Background: an optimization exercise with open tools, aiming at small area and a short achievable clock period. Do not read the settings as production practice.
At most, simulation tests tie the RTL to the original design; equivalence was not proved.
Power is estimated from default activity; no workload was simulated.

==> run F: inputs <==
==> flow/design.v <==
`timescale 1ns/1ps
package mips_pkg;
	typedef logic [31:0] word_t;
	typedef logic [4:0]  reg_addr_t;
	typedef logic [5:0]  opcode_t;
	typedef logic [5:0]  funct_t;
	typedef logic [1:0]  alu_op_t;
	typedef logic [3:0]  alu_ctrl_t;
	localparam opcode_t OP_RTYPE = 6'h00;
	localparam opcode_t OP_BEQ   = 6'h04;
	localparam opcode_t OP_ADDI  = 6'h08;
	localparam opcode_t OP_LW    = 6'h23;
	localparam opcode_t OP_SW    = 6'h2b;
	localparam funct_t FUNCT_SLL = 6'h00;
	localparam funct_t FUNCT_SRL = 6'h02;
	localparam funct_t FUNCT_ADD = 6'h20;
	localparam funct_t FUNCT_SUB = 6'h22;
	localparam funct_t FUNCT_AND = 6'h24;
	localparam funct_t FUNCT_OR  = 6'h25;
	localparam funct_t FUNCT_SLT = 6'h2a;
	localparam alu_op_t ALUOP_ADD   = 2'b00;
	localparam alu_op_t ALUOP_SUB   = 2'b01;
	localparam alu_op_t ALUOP_FUNCT = 2'b10;
	localparam alu_ctrl_t ALU_AND = 4'b0000;
	localparam alu_ctrl_t ALU_OR  = 4'b0001;
	localparam alu_ctrl_t ALU_ADD = 4'b0010;
	localparam alu_ctrl_t ALU_SUB = 4'b0110;
	localparam alu_ctrl_t ALU_SLT = 4'b0111;
	localparam alu_ctrl_t ALU_SLL = 4'b1000;
	localparam alu_ctrl_t ALU_SRL = 4'b1001;
endpackage
`timescale 1ns/1ps
module mips_id_ex #(
	parameter int P_RF_DEPTH = 32
) (
	input  logic                i_clk,
	input  logic                i_reset,
	input  logic                i_instr_valid,
	input  mips_pkg::word_t     i_instr,
	input  mips_pkg::word_t     i_next_pc,
	input  logic                i_wb_en,
	input  mips_pkg::reg_addr_t i_wb_addr,
	input  mips_pkg::word_t     i_wb_data,
	output logic                o_ex_valid,
	output logic                o_branch,
	output logic                o_memread,
	output logic                o_memwrite,
	output logic                o_memtoreg,
	output logic                o_regwrite,
	output mips_pkg::word_t     o_branch_target,
	output logic                o_zero,
	output mips_pkg::word_t     o_alu_result,
	output mips_pkg::word_t     o_store_data,
	output mips_pkg::reg_addr_t o_dest_addr
);
	logic [31:1][31:0] regs;
	logic [31:1]       wsel;
	logic [31:0]       wdata;
	logic              wr_ok;
	assign wr_ok = i_wb_en && (i_wb_addr != 5'd0);
	assign wdata = i_reset ? 32'd0 : i_wb_data;
	always_comb
	begin
		for (int i = 1; i < 32; i++)
			wsel[i] = i_reset | (i_wb_en & (i_wb_addr == 5'(i)));
	end
	always_ff @(posedge i_clk)
	begin
		for (int i = 1; i < 32; i++)
			if (wsel[i])
				regs[i] <= wdata;
	end
	logic [5:0]  opcode;
	logic [5:0]  funct;
	logic [4:0]  addr_rs;
	logic [4:0]  addr_rt;
	logic [4:0]  addr_rd;
	logic        is_r, is_addi, is_lw, is_sw, is_beq;
	logic        f_sub, f_and, f_or, f_slt, f_sll, f_srl;
	logic        v;
	assign opcode  = i_instr[31:26];
	assign funct   = i_instr[5:0];
	assign addr_rs = i_instr[25:21];
	assign addr_rt = i_instr[20:16];
	assign addr_rd = i_instr[15:11];
	assign is_r    = (opcode == 6'h00);
	assign is_addi = (opcode == 6'h08);
	assign is_lw   = (opcode == 6'h23);
	assign is_sw   = (opcode == 6'h2b);
	assign is_beq  = (opcode == 6'h04);
	assign f_sub = (funct == 6'h22);
	assign f_and = (funct == 6'h24);
	assign f_or  = (funct == 6'h25);
	assign f_slt = (funct == 6'h2a);
	assign f_sll = (funct == 6'h00);
	assign f_srl = (funct == 6'h02);
	assign v = i_instr_valid & ~i_reset;
	logic [31:0] rs_raw, rt_raw, rs_data, rt_data;
	always_comb
	begin
		rs_raw = 32'd0;
		rt_raw = 32'd0;
		for (int i = 1; i < 32; i++)
		begin
			rs_raw = rs_raw | ({32{addr_rs == 5'(i)}} & regs[i]);
			rt_raw = rt_raw | ({32{addr_rt == 5'(i)}} & regs[i]);
		end
	end
	assign rs_data = (wr_ok && (i_wb_addr == addr_rs)) ? i_wb_data : rs_raw;
	assign rt_data = (wr_ok && (i_wb_addr == addr_rt)) ? i_wb_data : rt_raw;
	logic        alusrc, sub;
	logic [31:0] sext, bx;
	assign alusrc = is_addi | is_lw | is_sw;
	assign sub    = is_beq | (is_r & (f_sub | f_slt));
	assign sext   = {{16{i_instr[15]}}, i_instr[15:0]};
	assign bx     = (alusrc ? sext : rt_data) ^ {32{sub}};
	logic        id_valid, id_branch, id_memread, id_memwrite, id_regwrite;
	logic        id_sub, id_sum, id_and, id_or, id_slt, id_sll, id_srl;
	logic [31:0] id_rs, id_bx, id_rt, id_target;
	logic [4:0]  id_shamt;
	logic [4:0]  id_dest;
	always_ff @(posedge i_clk)
	begin
		id_valid    <= v;
		id_branch   <= v & is_beq;
		id_memread  <= v & is_lw;
		id_memwrite <= v & is_sw;
		id_regwrite <= v & (is_r | is_addi | is_lw);
	end
	always_ff @(posedge i_clk)
	begin
		id_sub    <= sub;
		id_and    <= is_r & f_and;
		id_or     <= is_r & f_or;
		id_slt    <= is_r & f_slt;
		id_sll    <= is_r & f_sll;
		id_srl    <= is_r & f_srl;
		id_sum    <= ~(is_r & (f_and | f_or | f_slt | f_sll | f_srl));
		id_rs     <= rs_data;
		id_bx     <= bx;
		id_rt     <= rt_data;
		id_shamt  <= i_instr[10:6];
		id_target <= i_next_pc + {sext[29:0], 2'b00};
		id_dest   <= is_r ? addr_rd : addr_rt;
	end
	logic [31:0] sum, shl, shr, res;
	logic [32:0] sum33;
	logic        slt, z_sum, z_and, z_or, z_shl, z_shr, zero;
	logic [31:0] k;
	assign sum33 = {id_rs, 1'b1} + {id_bx, id_sub};
	assign sum   = sum33[32:1];
	assign slt   = (id_rs[31] == id_bx[31]) ? id_rs[31] : sum[31];
	assign shl   = id_bx << id_shamt;
	assign shr   = id_bx >> id_shamt;
	assign res = ({32{id_sum}} & sum)
	           | ({32{id_and}} & (id_rs & id_bx))
	           | ({32{id_or}}  & (id_rs | id_bx))
	           | ({32{id_slt}} & {31'd0, slt})
	           | ({32{id_sll}} & shl)
	           | ({32{id_srl}} & shr);
	assign k     = {id_rs[30:0] | id_bx[30:0], id_sub};
	assign z_sum = ((id_rs ^ id_bx) == k);
	assign z_and = ((id_rs & id_bx) == 32'd0);
	assign z_or  = ((id_rs | id_bx) == 32'd0);
	assign z_shl = (shl == 32'd0);
	assign z_shr = (shr == 32'd0);
	assign zero = (id_sum & z_sum) | (id_and & z_and) | (id_or & z_or)
	            | (id_slt & ~slt) | (id_sll & z_shl) | (id_srl & z_shr);
	always_ff @(posedge i_clk)
	begin
		o_ex_valid <= id_valid & ~i_reset;
		o_branch   <= id_branch & ~i_reset;
		o_memread  <= id_memread & ~i_reset;
		o_memwrite <= id_memwrite & ~i_reset;
		o_memtoreg <= id_memread & ~i_reset;
		o_regwrite <= id_regwrite & ~i_reset;
	end
	always_ff @(posedge i_clk)
	begin
		o_branch_target <= id_target;
		o_zero          <= zero;
		o_alu_result    <= res;
		o_store_data    <= id_rt;
		o_dest_addr     <= id_dest;
	end
endmodule
==> flow/flow/run.sh <==
#!/bin/bash
# Standard layout with three changes: a plain buffer cell on the ports in place of the tool's
# default pick, no full/half-adder cell extraction in synthesis (plain gates for abc), and a
# clock tree of smaller buffers without dummy loads.
set -euo pipefail
export BUFFER_PORTS_ARGS="-buffer_cell sky130_fd_sc_hd__buf_4"
export CTS_ARGS="-sink_clustering_enable -repair_clock_nets -dont_use_dummy_load -root_buf sky130_fd_sc_hd__clkbuf_16 -buf_list sky130_fd_sc_hd__clkbuf_8 -sink_clustering_size 20"
bash standard.sh ADDER_MAP_FILE= finish > standard_flow.log 2>&1
==> flow/standard.sh <==
#!/bin/bash
# synth_recipe.tcl (not shown) runs the flow's synth.tcl, then flattens the netlist and writes it again
# the make line also repeats each setting of config.mk as NAME=value (left out here)
make -C /OpenROAD-flow-scripts/flow DESIGN_CONFIG=/design/flow/config.mk WORK_HOME=/design/flow/orfs CLKGATE_MAP_FILE= SYNTH_SCRIPT=/design/flow/synth_recipe.tcl "${@:-finish}"
==> flow/config.mk <==
export PLATFORM = sky130hd
export DESIGN_NAME = mips_id_ex
export DESIGN_NICKNAME = mips_id_ex
export VERILOG_FILES = /design/flow/design.v
export SDC_FILE = /design/flow/constraint.sdc
export NUM_CORES = 4
export LEC_CHECK = 0
export CAP_MARGIN = 20
export CORE_MARGIN = 2
export CORE_UTILIZATION = 40
export PLACE_DENSITY = 0.55
export SETUP_SLACK_MARGIN = 2.8
export SLEW_MARGIN = 20
==> flow/constraint.sdc <==
create_clock -name core_clock -period 5.5 [get_ports {i_clk}]
set_input_delay 1.1000 -clock core_clock [delete_from_list [all_inputs] [get_ports {i_clk}]]
set_output_delay 1.1000 -clock core_clock [all_outputs]
set_load 0.01 [all_outputs]
==> run G: changes against run F <==
--- a/flow/design.v
+++ b/flow/design.v
@@ -110,12 +110,6 @@
 	assign rt_data = (wr_ok && (i_wb_addr == addr_rt)) ? i_wb_data : rt_raw;
-	logic        alusrc, sub;
-	logic [31:0] sext, bx;
-	assign alusrc = is_addi | is_lw | is_sw;
-	assign sub    = is_beq | (is_r & (f_sub | f_slt));
-	assign sext   = {{16{i_instr[15]}}, i_instr[15:0]};
-	assign bx     = (alusrc ? sext : rt_data) ^ {32{sub}};
 	logic        id_valid, id_branch, id_memread, id_memwrite, id_regwrite;
-	logic        id_sub, id_sum, id_and, id_or, id_slt, id_sll, id_srl;
-	logic [31:0] id_rs, id_bx, id_rt, id_target;
-	logic [4:0]  id_shamt;
+	logic        id_alusrc, id_sub, id_and, id_or, id_slt, id_sll, id_srl;
+	logic [31:0] id_rs, id_rt, id_target;
+	logic [15:0] id_imm;
 	logic [4:0]  id_dest;
@@ -131,3 +125,4 @@
 	begin
-		id_sub    <= sub;
+		id_alusrc <= is_addi | is_lw | is_sw;
+		id_sub    <= is_beq | (is_r & (f_sub | f_slt));
 		id_and    <= is_r & f_and;
@@ -137,11 +132,9 @@
 		id_srl    <= is_r & f_srl;
-		id_sum    <= ~(is_r & (f_and | f_or | f_slt | f_sll | f_srl));
 		id_rs     <= rs_data;
-		id_bx     <= bx;
 		id_rt     <= rt_data;
-		id_shamt  <= i_instr[10:6];
-		id_target <= i_next_pc + {sext[29:0], 2'b00};
+		id_imm    <= i_instr[15:0];
+		id_target <= i_next_pc + {{14{i_instr[15]}}, i_instr[15:0], 2'b00};
 		id_dest   <= is_r ? addr_rd : addr_rt;
 	end
-	logic [31:0] sum, shl, shr, res;
+	logic [31:0] b, bx, sum, shl, shr, res;
 	logic [32:0] sum33;
@@ -149,21 +142,45 @@
 	logic [31:0] k;
-	assign sum33 = {id_rs, 1'b1} + {id_bx, id_sub};
+	assign b     = id_alusrc ? {{16{id_imm[15]}}, id_imm} : id_rt;
+	assign bx    = b ^ {32{id_sub}};
+	assign sum33 = {id_rs, 1'b1} + {bx, id_sub};
 	assign sum   = sum33[32:1];
-	assign slt   = (id_rs[31] == id_bx[31]) ? id_rs[31] : sum[31];
-	assign shl   = id_bx << id_shamt;
-	assign shr   = id_bx >> id_shamt;
-	assign res = ({32{id_sum}} & sum)
-	           | ({32{id_and}} & (id_rs & id_bx))
-	           | ({32{id_or}}  & (id_rs | id_bx))
-	           | ({32{id_slt}} & {31'd0, slt})
-	           | ({32{id_sll}} & shl)
-	           | ({32{id_srl}} & shr);
-	assign k     = {id_rs[30:0] | id_bx[30:0], id_sub};
-	assign z_sum = ((id_rs ^ id_bx) == k);
-	assign z_and = ((id_rs & id_bx) == 32'd0);
-	assign z_or  = ((id_rs | id_bx) == 32'd0);
+	assign slt   = (id_rs[31] ^ id_rt[31]) ? id_rs[31] : sum[31];
+	assign shl   = id_rt << id_imm[10:6];
+	assign shr   = id_rt >> id_imm[10:6];
+	always_comb
+	begin
+		if (id_and)
+			res = id_rs & id_rt;
+		else if (id_or)
+			res = id_rs | id_rt;
+		else if (id_slt)
+			res = {31'd0, slt};
+		else if (id_sll)
+			res = shl;
+		else if (id_srl)
+			res = shr;
+		else
+			res = sum;
+	end
+	assign k     = {id_rs[30:0] | bx[30:0], id_sub};
+	assign z_sum = ((id_rs ^ bx) == k);
+	assign z_and = ((id_rs & id_rt) == 32'd0);
+	assign z_or  = ((id_rs | id_rt) == 32'd0);
 	assign z_shl = (shl == 32'd0);
 	assign z_shr = (shr == 32'd0);
-	assign zero = (id_sum & z_sum) | (id_and & z_and) | (id_or & z_or)
-	            | (id_slt & ~slt) | (id_sll & z_shl) | (id_srl & z_shr);
+	always_comb
+	begin
+		if (id_and)
+			zero = z_and;
+		else if (id_or)
+			zero = z_or;
+		else if (id_slt)
+			zero = ~slt;
+		else if (id_sll)
+			zero = z_shl;
+		else if (id_srl)
+			zero = z_shr;
+		else
+			zero = z_sum;
+	end
 	always_ff @(posedge i_clk)
==> flow/run.sh (new file) <==
#!/bin/bash
# synth_recipe.tcl (not shown) runs the flow's synth.tcl, then flattens the netlist and writes it again
# the make line also repeats each setting of config.mk as NAME=value (left out here)
make -C /OpenROAD-flow-scripts/flow DESIGN_CONFIG=/design/flow/config.mk WORK_HOME=/design/flow/orfs CLKGATE_MAP_FILE= SYNTH_SCRIPT=/design/flow/synth_recipe.tcl finish
CORE_UTILIZATION = 25   (was 40)
PLACE_DENSITY = 0.45   (was 0.55)
SETUP_SLACK_MARGIN = default   (was 2.8)
removed: flow/flow/run.sh
removed: flow/standard.sh
==> metrics.md <==
| Metric | Value |
|---|---|
| Fin cells | `6933` |
| Post-route total power | `24.93 mW` |
| Core ar. | `~140000 um2` |
| Synth Area in Compound Gates | `between 20% and 30%` |
| Status | `timing/DRC/antenna clean` |
| Int Pwr | `16.87 mW` |
| RR Startpoint | `id_rs[10]$_DFF_P_` |
| Clk sinks | `1249` |
| Netlist cell types | `84` |
| Fillers | `~12000` |
| Sequential share of power | `50.0%` |
| Antenna fix cells | `17` |
| Drt via density | `7.422` |
| Number of global-route vias before repair | `47930` |
# the run above: run F

==> metrics.md <==
| Metric | Value |
|---|---|
| Netlist cell types | `95` |
| Status | `timing/DRC/antenna clean` |
| Antenna fix cells | `15` |
| Synth Area in Compound Gates | `19.91%` |
| Number of global-route vias before repair | `46180` |
| Post-route total power | `roughly 27 mW` |
| Sequential share of power | `between 40% and 50%` |
| Int Pwr | `~18 mW` |
| RR Startpoint | `id_alusrc$_DFF_P_` |
| Fin cells | `between 7000 and 8000` |
# the run above: run G

Function not checked in run F: the RTL went through the layout flow alone.

==> static timing again, ports no longer ideal <==
No port has a modelled driver above. Below, the same layouts with a new extraction and two added sets of constraints. Step 1 (the two cells are an assumption about what drives the block):
set clk [get_ports {i_clk}]
set_driving_cell -lib_cell sky130_fd_sc_hd__clkbuf_16 $clk
set_driving_cell -lib_cell sky130_fd_sc_hd__buf_2 [delete_from_list [all_inputs] $clk]
Step 2 also shifts input and output timing later by t, the mid clock arrival at the registers, as if the neighbouring blocks saw the same clock. Slacks: ideal / step 1 / step 2; pairs: ideal / step 1.
| run | shift t [ns] | setup slack, ns | latest minus earliest clock arrival (ns) | worst slew at a driven data input, ns |
|---|---|---|---|---|
| run F | 0.844 | 2.164 / 2.164 / 1.708 | 0.105 / 0.106 | 0.19 |
| run G | 0.891 | 1.217 / 1.217 / 0.482 | 0.069 / 0.069 | 0.19 |
After both steps every run listed still meets setup and hold. For run G, which loses most, drivers alone change the setup slack by 0.000 ns; drivers and shift together by -0.735 ns.
